Context: an optimization exercise on an open-source flow, tuned for small area, a short achievable clock period and few clock cycles per item. The choices shown serve that exercise and are no tape-out recipe. The RTL was checked by simulation tests, not by an equivalence proof against the original design. Power and IR drop assume default switching activity.

`design.v`:
```
package eav_pkg;
    localparam int VALUE_WIDTH = 32;
    localparam int DATA_W    = 32;               
    localparam int STEP_W    = 31;               
    localparam int RATIO_W   = 8;
    localparam int GAP_W     = 16;
    localparam int CFG_IDX_W = 2;
    localparam int MUL_A_W   = 16;               
    localparam int MUL_P_W   = MUL_A_W + STEP_W;
    localparam int CAP_W     = MUL_P_W + 1;
    localparam int MAG_W     = DATA_W + STEP_W;  
    localparam int PROD_W    = MAG_W + 1;        
    localparam int SUM_W     = PROD_W + 1;       
    localparam int DIV_STEPS = STEP_W;
    localparam int DIV_CNT_W = $clog2(DIV_STEPS);
    localparam int M_DATA_W  = 64;
    localparam logic signed [SUM_W-1:0] SAT_HI =
        {{(SUM_W-VALUE_WIDTH+1){1'b0}}, {(VALUE_WIDTH-1){1'b1}}};
    localparam logic signed [SUM_W-1:0] SAT_LO = ~SAT_HI;
    localparam logic signed [DATA_W-1:0] MIN_VALUE_RST   = '0;
    localparam logic signed [DATA_W-1:0] MAX_VALUE_RST   = DATA_W'(10000);
    localparam logic [RATIO_W-1:0]       ACCEL_RATIO_RST = RATIO_W'(5);
    localparam logic [GAP_W-1:0]         ACCEL_GAP_RST   = GAP_W'(10);
    localparam logic [RATIO_W-1:0]       RATIO_MIN_DIV   = RATIO_W'(2);
    typedef enum logic [CFG_IDX_W-1:0] {
        REG_MIN_VALUE,
        REG_MAX_VALUE,
        REG_ACCEL_RATIO,
        REG_ACCEL_GAP
    } cfg_reg_t;
    typedef enum logic {
        OP_POSITION,
        OP_TICK
    } opcode_t;
    typedef enum logic [1:0] {
        MUL_DIFF_LO,
        MUL_DIFF_HI,
        MUL_GAP,
        MUL_RATIO
    } mul_sel_t;
    typedef enum logic [3:0] {
        ST_IDLE,
        ST_POS_DIFF,
        ST_POS_MUL_LO,
        ST_POS_MUL_HI,
        ST_POS_ACC,
        ST_POS_SIGN,
        ST_POS_SUM,
        ST_POS_CLAMP,
        ST_TICK_MOVE,
        ST_TICK_GAP,
        ST_TICK_CAP,
        ST_TICK_LOW,
        ST_DIV,
        ST_DIV_END,
        ST_TICK_END,
        ST_OUT
    } state_t;
    typedef struct packed {
        logic     load_in;
        logic     load_diff;
        logic     mul_en;
        mul_sel_t mul_sel;
        logic     acc_lo;
        logic     acc_hi;
        logic     sign;
        logic     sum;
        logic     clamp;
        logic     move;
        logic     cap;
        logic     div_init;
        logic     div_step;
        logic     div_end;
        logic     tick_end;
        logic     load_out;
    } eav_cmd_t;
    typedef struct packed {
        logic same_pos;
        logic gap_exceeded;
        logic below_step;
        logic ratio_div;
        logic out_free;
    } eav_status_t;
endpackage
import eav_pkg::*;
module eav_ctrl (
    input  logic                 aclk,
    input  logic                 aresetn,
    input  logic                 s_tvalid,
    output logic                 s_tready,
    input  logic                 s_tuser,
    input  eav_pkg::eav_status_t status,
    output eav_pkg::eav_cmd_t    cmd
);
    eav_pkg::state_t               state_reg, state_next;
    logic [DIV_CNT_W-1:0] cnt_reg, cnt_next;
    always_ff @(posedge aclk) begin
        if (!aresetn) begin
            state_reg <= ST_IDLE;
            cnt_reg   <= '0;
        end else begin
            state_reg <= state_next;
            cnt_reg   <= cnt_next;
        end
    end
    always_comb begin
        state_next = state_reg;
        cnt_next   = cnt_reg;
        cmd        = '0;
        s_tready   = 1'b0;
        case (state_reg)
            ST_IDLE: begin
                s_tready = 1'b1;
                if (s_tvalid) begin
                    cmd.load_in = 1'b1;
                    state_next  = (s_tuser == OP_TICK) ? ST_TICK_MOVE
                                                                   : ST_POS_DIFF;
                end
            end
            ST_POS_DIFF: begin
                cmd.load_diff = 1'b1;
                state_next    = status.same_pos ? ST_OUT : ST_POS_MUL_LO;
            end
            ST_POS_MUL_LO: begin
                cmd.mul_en  = 1'b1;
                cmd.mul_sel = MUL_DIFF_LO;
                state_next  = ST_POS_MUL_HI;
            end
            ST_POS_MUL_HI: begin
                cmd.mul_en  = 1'b1;
                cmd.mul_sel = MUL_DIFF_HI;
                cmd.acc_lo  = 1'b1;
                state_next  = ST_POS_ACC;
            end
            ST_POS_ACC: begin
                cmd.acc_hi = 1'b1;
                state_next = ST_POS_SIGN;
            end
            ST_POS_SIGN: begin
                cmd.sign   = 1'b1;
                state_next = ST_POS_SUM;
            end
            ST_POS_SUM: begin
                cmd.sum    = 1'b1;
                state_next = ST_POS_CLAMP;
            end
            ST_POS_CLAMP: begin
                cmd.clamp  = 1'b1;
                state_next = ST_OUT;
            end
            ST_TICK_MOVE: begin
                cmd.move    = 1'b1;
                cmd.mul_en  = 1'b1;
                cmd.mul_sel = MUL_GAP;
                state_next  = ST_TICK_GAP;
            end
            ST_TICK_GAP: begin
                cmd.mul_en  = 1'b1;
                cmd.mul_sel = MUL_RATIO;
                state_next  = status.gap_exceeded ? ST_TICK_CAP : ST_TICK_LOW;
            end
            ST_TICK_CAP: begin
                cmd.cap    = 1'b1;
                state_next = ST_TICK_LOW;
            end
            ST_TICK_LOW: begin
                if (status.below_step && status.ratio_div) begin
                    cmd.div_init = 1'b1;
                    cnt_next     = DIV_CNT_W'(DIV_STEPS - 1);
                    state_next   = ST_DIV;
                end else begin
                    state_next = ST_TICK_END;
                end
            end
            ST_DIV: begin
                cmd.div_step = 1'b1;
                if (cnt_reg == '0) begin
                    state_next = ST_DIV_END;
                end else begin
                    cnt_next = cnt_reg - DIV_CNT_W'(1);
                end
            end
            ST_DIV_END: begin
                cmd.div_end = 1'b1;
                state_next  = ST_TICK_END;
            end
            ST_TICK_END: begin
                cmd.tick_end = 1'b1;
                state_next   = ST_OUT;
            end
            ST_OUT: begin
                if (status.out_free) begin
                    cmd.load_out = 1'b1;
                    state_next   = ST_IDLE;
                end
            end
            default: begin
                state_next = ST_IDLE;
            end
        endcase
    end
endmodule
import eav_pkg::*;
module eav_dp (
    input  logic                          aclk,
    input  logic                          aresetn,
    input  logic                          cfg_valid,
    input  logic [eav_pkg::CFG_IDX_W-1:0] cfg_index,
    input  logic [eav_pkg::DATA_W-1:0]    cfg_data,
    input  logic [eav_pkg::DATA_W-1:0]    s_tdata,
    output logic                          m_tvalid,
    input  logic                          m_tready,
    output logic [eav_pkg::M_DATA_W-1:0]  m_tdata,
    output logic                          m_tuser,
    input  eav_pkg::eav_cmd_t             cmd,
    output eav_pkg::eav_status_t          status
);
    logic signed [DATA_W-1:0] min_reg, min_next;
    logic signed [DATA_W-1:0] max_reg, max_next;
    logic [RATIO_W-1:0]       ratio_reg, ratio_next;
    logic [GAP_W-1:0]         gap_reg, gap_next;
    logic signed [DATA_W-1:0] last_pos_reg, last_pos_next;
    logic signed [DATA_W-1:0] acc_reg, acc_next;
    logic [STEP_W-1:0]        step_reg, step_next;
    logic signed [DATA_W-1:0] vac_reg, vac_next;
    logic signed [DATA_W-1:0] vat_reg, vat_next;
    logic                     m_tvalid_reg, m_tvalid_next;
    logic signed [DATA_W-1:0] pos_reg, pos_next;
    logic                     neg_reg, neg_next;
    logic [DATA_W-1:0]        dmag_reg, dmag_next;
    logic [MUL_P_W-1:0]       prod_reg, prod_next;
    logic [MAG_W-1:0]         mag_reg, mag_next;
    logic signed [PROD_W-1:0] sprod_reg, sprod_next;
    logic signed [SUM_W-1:0]  sat_reg, sat_next;
    logic [DATA_W-1:0]        moved_reg, moved_next;
    logic [RATIO_W-1:0]       rem_reg, rem_next;
    logic [STEP_W-1:0]        quo_reg, quo_next;
    logic                     clamped_reg, clamped_next;
    logic [M_DATA_W-1:0]      out_data_reg, out_data_next;
    logic                     out_user_reg, out_user_next;
    logic                     diff_neg;
    logic [MUL_A_W-1:0]       mul_a;
    logic signed [SUM_W-1:0]  sum_wide, min_ext, max_ext, lo_val, final_val;
    logic                     lo_hit, hi_hit;
    logic signed [CAP_W-1:0]  cap_prod, cap_max, cap_val;
    logic [RATIO_W:0]         div_trial;
    logic                     div_bit;
    assign diff_neg = pos_reg < last_pos_reg;
    assign min_ext  = {{(SUM_W-DATA_W){min_reg[DATA_W-1]}}, min_reg};
    assign max_ext  = {{(SUM_W-DATA_W){max_reg[DATA_W-1]}}, max_reg};
    assign lo_hit   = sat_reg < min_ext;
    assign lo_val   = lo_hit ? min_ext : sat_reg;
    assign hi_hit   = lo_val > max_ext;
    assign final_val = hi_hit ? max_ext : lo_val;
    assign sum_wide = {{(SUM_W-DATA_W){acc_reg[DATA_W-1]}}, acc_reg}
                    + {sprod_reg[PROD_W-1], sprod_reg};
    assign cap_prod = {1'b0, prod_reg};
    assign cap_max  = {{(CAP_W-DATA_W){max_reg[DATA_W-1]}}, max_reg};
    assign cap_val  = (cap_prod > cap_max) ? cap_max : cap_prod;
    assign div_trial = {rem_reg, quo_reg[STEP_W-1]} - {1'b0, ratio_reg};
    assign div_bit   = !div_trial[RATIO_W];
    always_comb begin
        case (cmd.mul_sel)
            MUL_DIFF_LO: mul_a = dmag_reg[MUL_A_W-1:0];
            MUL_DIFF_HI: mul_a = dmag_reg[DATA_W-1:MUL_A_W];
            MUL_GAP:     mul_a = gap_reg;
            MUL_RATIO:   mul_a = MUL_A_W'(ratio_reg);
            default:     mul_a = '0;
        endcase
    end
    assign status.same_pos     = pos_reg == last_pos_reg;
    assign status.gap_exceeded = MUL_P_W'(moved_reg) > prod_reg;
    assign status.below_step   = moved_reg < DATA_W'(step_reg);
    assign status.ratio_div    = ratio_reg >= RATIO_MIN_DIV;
    assign status.out_free     = !m_tvalid_reg || m_tready;
    always_comb begin
        min_next      = min_reg;
        max_next      = max_reg;
        ratio_next    = ratio_reg;
        gap_next      = gap_reg;
        last_pos_next = last_pos_reg;
        acc_next      = acc_reg;
        step_next     = step_reg;
        vac_next      = vac_reg;
        vat_next      = vat_reg;
        pos_next      = pos_reg;
        neg_next      = neg_reg;
        dmag_next     = dmag_reg;
        prod_next     = prod_reg;
        mag_next      = mag_reg;
        sprod_next    = sprod_reg;
        sat_next      = sat_reg;
        moved_next    = moved_reg;
        rem_next      = rem_reg;
        quo_next      = quo_reg;
        clamped_next  = clamped_reg;
        out_data_next = out_data_reg;
        out_user_next = out_user_reg;
        m_tvalid_next = m_tvalid_reg && !m_tready;
        if (cfg_valid) begin
            case (cfg_index)
                REG_MIN_VALUE:   min_next   = cfg_data;
                REG_MAX_VALUE:   max_next   = cfg_data;
                REG_ACCEL_RATIO: ratio_next = cfg_data[RATIO_W-1:0];
                REG_ACCEL_GAP:   gap_next   = cfg_data[GAP_W-1:0];
                default:         min_next   = min_reg;
            endcase
        end
        if (cmd.load_in) begin
            pos_next     = s_tdata;
            clamped_next = 1'b0;
        end
        if (cmd.load_diff) begin
            neg_next  = diff_neg;
            dmag_next = diff_neg ? DATA_W'(last_pos_reg - pos_reg)
                                 : DATA_W'(pos_reg - last_pos_reg);
        end
        if (cmd.mul_en) begin
            prod_next = MUL_P_W'(mul_a) * MUL_P_W'(step_reg);
        end
        if (cmd.acc_lo) begin
            mag_next = MAG_W'(prod_reg);
        end
        if (cmd.acc_hi) begin
            mag_next = mag_reg + {prod_reg, {MUL_A_W{1'b0}}};
        end
        if (cmd.sign) begin
            sprod_next = neg_reg ? -$signed({1'b0, mag_reg}) : $signed({1'b0, mag_reg});
        end
        if (cmd.sum) begin
            if (sum_wide > SAT_HI) begin
                sat_next = SAT_HI;
            end else if (sum_wide < SAT_LO) begin
                sat_next = SAT_LO;
            end else begin
                sat_next = sum_wide;
            end
        end
        if (cmd.clamp) begin
            acc_next      = final_val[DATA_W-1:0];
            vac_next      = final_val[DATA_W-1:0];
            last_pos_next = pos_reg;
            clamped_next  = lo_hit || hi_hit;
            if (lo_hit || hi_hit) begin
                step_next = STEP_W'(1);
            end
        end
        if (cmd.move) begin
            moved_next = (vac_reg >= vat_reg) ? DATA_W'(vac_reg - vat_reg)
                                              : DATA_W'(vat_reg - vac_reg);
        end
        if (cmd.cap) begin
            step_next = (cap_val < CAP_W'(1)) ? STEP_W'(1) : cap_val[STEP_W-1:0];
        end
        if (cmd.div_init) begin
            rem_next = '0;
            quo_next = step_reg;
        end
        if (cmd.div_step) begin
            rem_next = div_bit ? div_trial[RATIO_W-1:0]
                               : {rem_reg[RATIO_W-2:0], quo_reg[STEP_W-1]};
            quo_next = {quo_reg[STEP_W-2:0], div_bit};
        end
        if (cmd.div_end) begin
            step_next = (quo_reg == '0) ? STEP_W'(1) : quo_reg;
        end
        if (cmd.tick_end) begin
            vat_next = vac_reg;
        end
        if (cmd.load_out) begin
            m_tvalid_next = 1'b1;
            out_data_next = {1'b0, step_reg, acc_reg};
            out_user_next = clamped_reg;
        end
    end
    always_ff @(posedge aclk) begin
        if (!aresetn) begin
            min_reg      <= MIN_VALUE_RST;
            max_reg      <= MAX_VALUE_RST;
            ratio_reg    <= ACCEL_RATIO_RST;
            gap_reg      <= ACCEL_GAP_RST;
            last_pos_reg <= '1;
            acc_reg      <= '0;
            step_reg     <= STEP_W'(1);
            vac_reg      <= '1;
            vat_reg      <= '1;
            m_tvalid_reg <= 1'b0;
        end else begin
            min_reg      <= min_next;
            max_reg      <= max_next;
            ratio_reg    <= ratio_next;
            gap_reg      <= gap_next;
            last_pos_reg <= last_pos_next;
            acc_reg      <= acc_next;
            step_reg     <= step_next;
            vac_reg      <= vac_next;
            vat_reg      <= vat_next;
            m_tvalid_reg <= m_tvalid_next;
        end
    end
    always_ff @(posedge aclk) begin
        pos_reg      <= pos_next;
        neg_reg      <= neg_next;
        dmag_reg     <= dmag_next;
        prod_reg     <= prod_next;
        mag_reg      <= mag_next;
        sprod_reg    <= sprod_next;
        sat_reg      <= sat_next;
        moved_reg    <= moved_next;
        rem_reg      <= rem_next;
        quo_reg      <= quo_next;
        clamped_reg  <= clamped_next;
        out_data_reg <= out_data_next;
        out_user_reg <= out_user_next;
    end
    assign m_tvalid = m_tvalid_reg;
    assign m_tdata  = out_data_reg;
    assign m_tuser  = out_user_reg;
endmodule
import eav_pkg::*;
module encoder_accelerated_value (
    input  logic                          aclk,
    input  logic                          aresetn,
    input  logic                          cfg_valid,
    output logic                          cfg_ready,
    input  logic [eav_pkg::CFG_IDX_W-1:0] cfg_index,
    input  logic [eav_pkg::DATA_W-1:0]    cfg_data,
    input  logic                          s_tvalid,
    output logic                          s_tready,
    input  logic [eav_pkg::DATA_W-1:0]    s_tdata,   
    input  logic                          s_tuser,   
    output logic                          m_tvalid,
    input  logic                          m_tready,
    output logic [eav_pkg::M_DATA_W-1:0]  m_tdata,   
    output logic                          m_tuser    
);
    eav_pkg::eav_cmd_t    cmd;
    eav_pkg::eav_status_t status;
    assign cfg_ready = 1'b1;
    eav_ctrl u_ctrl (
        .aclk     (aclk),
        .aresetn  (aresetn),
        .s_tvalid (s_tvalid),
        .s_tready (s_tready),
        .s_tuser  (s_tuser),
        .status   (status),
        .cmd      (cmd)
    );
    eav_dp u_dp (
        .aclk      (aclk),
        .aresetn   (aresetn),
        .cfg_valid (cfg_valid),
        .cfg_index (cfg_index),
        .cfg_data  (cfg_data),
        .s_tdata   (s_tdata),
        .m_tvalid  (m_tvalid),
        .m_tready  (m_tready),
        .m_tdata   (m_tdata),
        .m_tuser   (m_tuser),
        .cmd       (cmd),
        .status    (status)
    );
endmodule
```
`run.sh`:
```
#!/bin/bash
# synth_recipe.tcl (not shown) runs the flow's synth.tcl, then flattens the netlist and writes it again
# the make line also repeats each setting of config.mk as NAME=value (left out here)
make -C /OpenROAD-flow-scripts/flow DESIGN_CONFIG=/design/flow/config.mk WORK_HOME=/design/flow/orfs CLKGATE_MAP_FILE= SYNTH_SCRIPT=/design/flow/synth_recipe.tcl finish
```
`config.mk`:
```
export PLATFORM = sky130hd
export DESIGN_NAME = encoder_accelerated_value
export DESIGN_NICKNAME = encoder_accelerated_value
export VERILOG_FILES = /design/flow/design.v
export SDC_FILE = /design/flow/constraint.sdc
export NUM_CORES = 4
export LEC_CHECK = 0
export CAP_MARGIN = 20
export CORE_MARGIN = 2
export CORE_UTILIZATION = 40
export SLEW_MARGIN = 20
```
`constraint.sdc`:
```
create_clock -name core_clock -period 10.0 [get_ports {aclk}]
set_input_delay 2.0000 -clock core_clock [delete_from_list [all_inputs] [get_ports {aclk}]]
set_output_delay 2.0000 -clock core_clock [all_outputs]
set_load 0.01 [all_outputs]
```
==> flow_summary.json <==
{
  "grt_overflow": 0,
  "syn_avg_cell_area_um2": 8.92,
  "port_buffers": 137,
  "cts_resized": 0,
  "fp.coreArea_um2": 152000,
  "synth_seq_cells": 697,
  "die_w_um": 396,
  "cp_data_required_time_ns": 10.45,
  "cts_hold_buf": 0,
  "cp.arrival_ns": 9.90,
  "post-place-ws_ns": 0.748,
  "grt_busiest_layer": "met2",
  "cts.path.max_buffers": 3,
  "drcViolationCount": 0,
  "firstDrtPassIters": 7,
  "io_pins": 140,
  "timing.final.crit_share_pct": 94.5,
  "startpoint": "u_ctrl.state_reg[1]",
  "final_common_cell": "nand2_1",
  "syn_inst": 6880,
  "clk_latency_ns": 0.72,
  "met2_usage_pct": 43.2,
  "wl_per_cell_um": 24.1,
  "syn_nets": 7967,
  "syn_to_final_growth_pct": 10.8,
  "cpMaxStageDelayCell": "a22oi_1",
  "crit_family": "adder cells",
  "dp_cells": 8858,
  "hpwlAfterDp_um": 169000,
  "cp_slowest_stage_delay_ns": 0.78,
  "met3_usage_pct": 4.29,
  "syn_area_um2": 61400,
  "die_area_um2": 157000,
  "layout-drive-gt1-share_pct": 5.07,
  "fin_ws_ns": 0.549,
  "worstPathMaxFanout": 16,
  "rsz0062_at_grt": "no",
  "antenna_found_initial": 6,
  "fin_cells": 9016,
  "final-setup-viol-count": 0,
  "grt_pass1_vias": 51200,
  "num_vias": 51900,
  "maxSlewViolCount": 0,
  "grt_pass1_wl_um": 325000,
  "largest_register_ffs": 65,
  "grtUsageTotal_pct": 27.3,
  "yosys.area.top_type": "edfxtp_1",
  "cp.buffers_inverters": 5,
  "synth_cell_types": 98,
  "htreeDepth": 3,
  "max_slew_margin_pct": 21.9,
  "via_per_inst": 5.76,
  "dieHeight_um": 396,
  "fin_nets": 7998,
  "fin_skew_ns": 0.0399,
  "power_leakage_nw": 29.4,
  "met1_usage_pct": 37.2,
  "yosysSeqAreaShare_pct": 29.9,
  "grt_start_max_net_pins": 85,
  "synth_edf_count": 440,
  "ys.flop_type": "edfxtp_1",
  "first_iter_violations": 4834,
  "critical_path_class": "reg2reg",
  "fin_setup_tns_ns": 0,
  "cts_buffers": 81,
  "crit_path_frequent_cell": "fa_1",
  "num_rows": 143,
  "mostFrequentLayoutCells": "879 x nand2_1, 808 x inv_1, 620 x a21oi_1, 604 x ha_1, 440 x edfxtp_1",
  "power_density_nw_per_um2": 131,
  "hold_class": "reg2reg",
  "synth_top_area_share_pct": 21.5,
  "drtAntennaViolNets": 0,
  "cp-start-kind": "flop",
  "critPathCaptureType": "flop",
  "ir_worst_vdd_v": 0.000140,
  "outcome": "no timing/DRC/antenna violations",
  "postCtsSetupBuffers": 0,
  "root_buffer": "clkbuf_16",
  "rr_startpoint": "u_ctrl.state_reg[1]",
  "ys_async_sr_fraction_pct": 0,
  "worstHoldStart": "u_dp.min_reg[5]",
  "cts_tree": "done",
  "max-cap-violations": 0,
  "ys_warn_count": 2,
  "period_minus_slack_ns": 9.45,
  "finalWirelength_um": 217000,
  "clock-sinks": 697,
  "hold_viol": 0,
  "path_clk_slew_ns": 0.07,
  "worstMarginPinSlew_ns": 1.16,
  "initial_core_util_pct": 40.4,
  "globalplace.congestion": 0.962,
  "synth.area.top_cells": "edfxtp_1 22%, fa_1 13%, ha_1 12%",
  "max_freq_mhz": 106
}
==> final cells by class <==
class	count	area, um^2
Antenna cell	7	17.5
Sequential cell	697	18400
Clock buffer	104	2260
Tap cell	2030	2540
Fill cell	14900	84100
Inverter	829	3110
Timing Repair Buffer	271	2390
Multi-Input combinational cell	5031	38800
Clock inverter	47	588
==> worst register-to-register path: cells and delay by family (launching register included) <==
family	cells	cell delay [ns]
fa+ha+maj	7	3.30
compound gates	12	2.85
flops	1	0.66
simple gates	5	1.50
buf+inv	5	0.74
xor+xnor	1	0.14
==> power by group <==
part / total, mW / switching [mW] / internal [mW]
clock: 3.21 / 1.36 / 1.85
combinational: 2.18 / 1.40 / 0.775
sequential: 3.51 / 0.240 / 3.27
total: 8.90 / 3.00 / 5.90
==> logic make-up after synthesis <==
family	count (synthesis)	share of synthesized area (%)
other	2	0.0122
AND/OR/NAND/NOR	1860	13.7
multiplexers	38	0.673
buffers and inverters	1152	7.16
XOR/XNOR	270	3.85
AO/OA/AOI/OAI	1846	19.0
flip-flops	697	29.9
adder cells (fa/ha/maj)	1015	25.7
==> through the flow <==
step	hold WS [ns]	total power, mW	cell area [um^2]	util [%]
floorplan	0.400	4.91	61400	-
global placement	0.446	5.67	65200	42.8
detailed placement	0.448	5.70	65200	42.8
CTS	0.457	8.91	68000	44.7
global route	0.473	9.28	68000	44.7
finish	0.456	8.90	68000	44.7
==> cell usage after synthesis, types with 12 or more instances <==
master and instances:
o21bai_1 61, o21ai_0 369, a211oi_1 34, o31ai_1 40, o21a_1 53, clkinv_1 18, a21oi_1 621, a2111oi_0 14
inv_1 810, o211ai_1 101, a21o_1 262, xnor2_1 186, mux2i_1 30, dfxtp_1 257, nor3_1 67, xor2_1 84
a21boi_0 22, ha_1 604, and2_1 44, nor2_1 370, or2_2 24, nand4_1 112, or3_1 18, nand2b_1 45
or4_1 12, edfxtp_1 440, and3_1 29, o221ai_1 65, fa_1 411, buf_2 22, nand3_1 114, a31oi_1 69
nor4_1 51, nand2_1 880, nor2b_1 48, clkbuf_1 280
==> worst paths after layout <==
check | end | slack [ns] | cells past startpoint
worst min-delay path | u_dp.min_reg[5] | 0.46 | 2
worst max register to register | u_dp.prod_reg[40] | 0.55 | 30
worst max-delay path | u_dp.prod_reg[40] | 0.55 | 30
worst min register to register | u_dp.min_reg[5] | 0.46 | 2
==> routing by layer <==
metal / vias to the layer above / share of wire (%)
li1: 24000 / -
met1: 25500 / 44
met2: 1969 / 45
met3: 449 / 7.1
met4: 2 / 4.8
met5: - / 0.0060
Testbench counts, summed over its fixed seeds: cycles 57,534, items 4,800.

## static timing again, ports no longer ideal
The results above use ideal ports. As a check the final layout listed here was re-extracted and re-timed, cells and wires unchanged. Step 1: set_driving_cell puts a clkbuf_16 on aclk and a buf_2 on each other input, an assumption about the parent block. Step 2 also shifts input and output timing later by t, the mid clock arrival at the registers, as if the neighbouring blocks saw the same clock. Slacks: ideal ports / drivers / drivers and shift; pairs: ideal ports / drivers.
shift t [ns]: 0.770
setup slack, ns: 0.549 / 0.549 / 0.549
hold WS [ns]: 0.456 / 0.456 / 0.456
worst register clock-pin slew, ns: 0.07 / 0.07
worst slew at a driven data input, ns: 0.07
After both steps this run still meets setup and hold. The setup slack of this run moves by 0.000 ns with the drivers and by 0.000 ns with both steps.
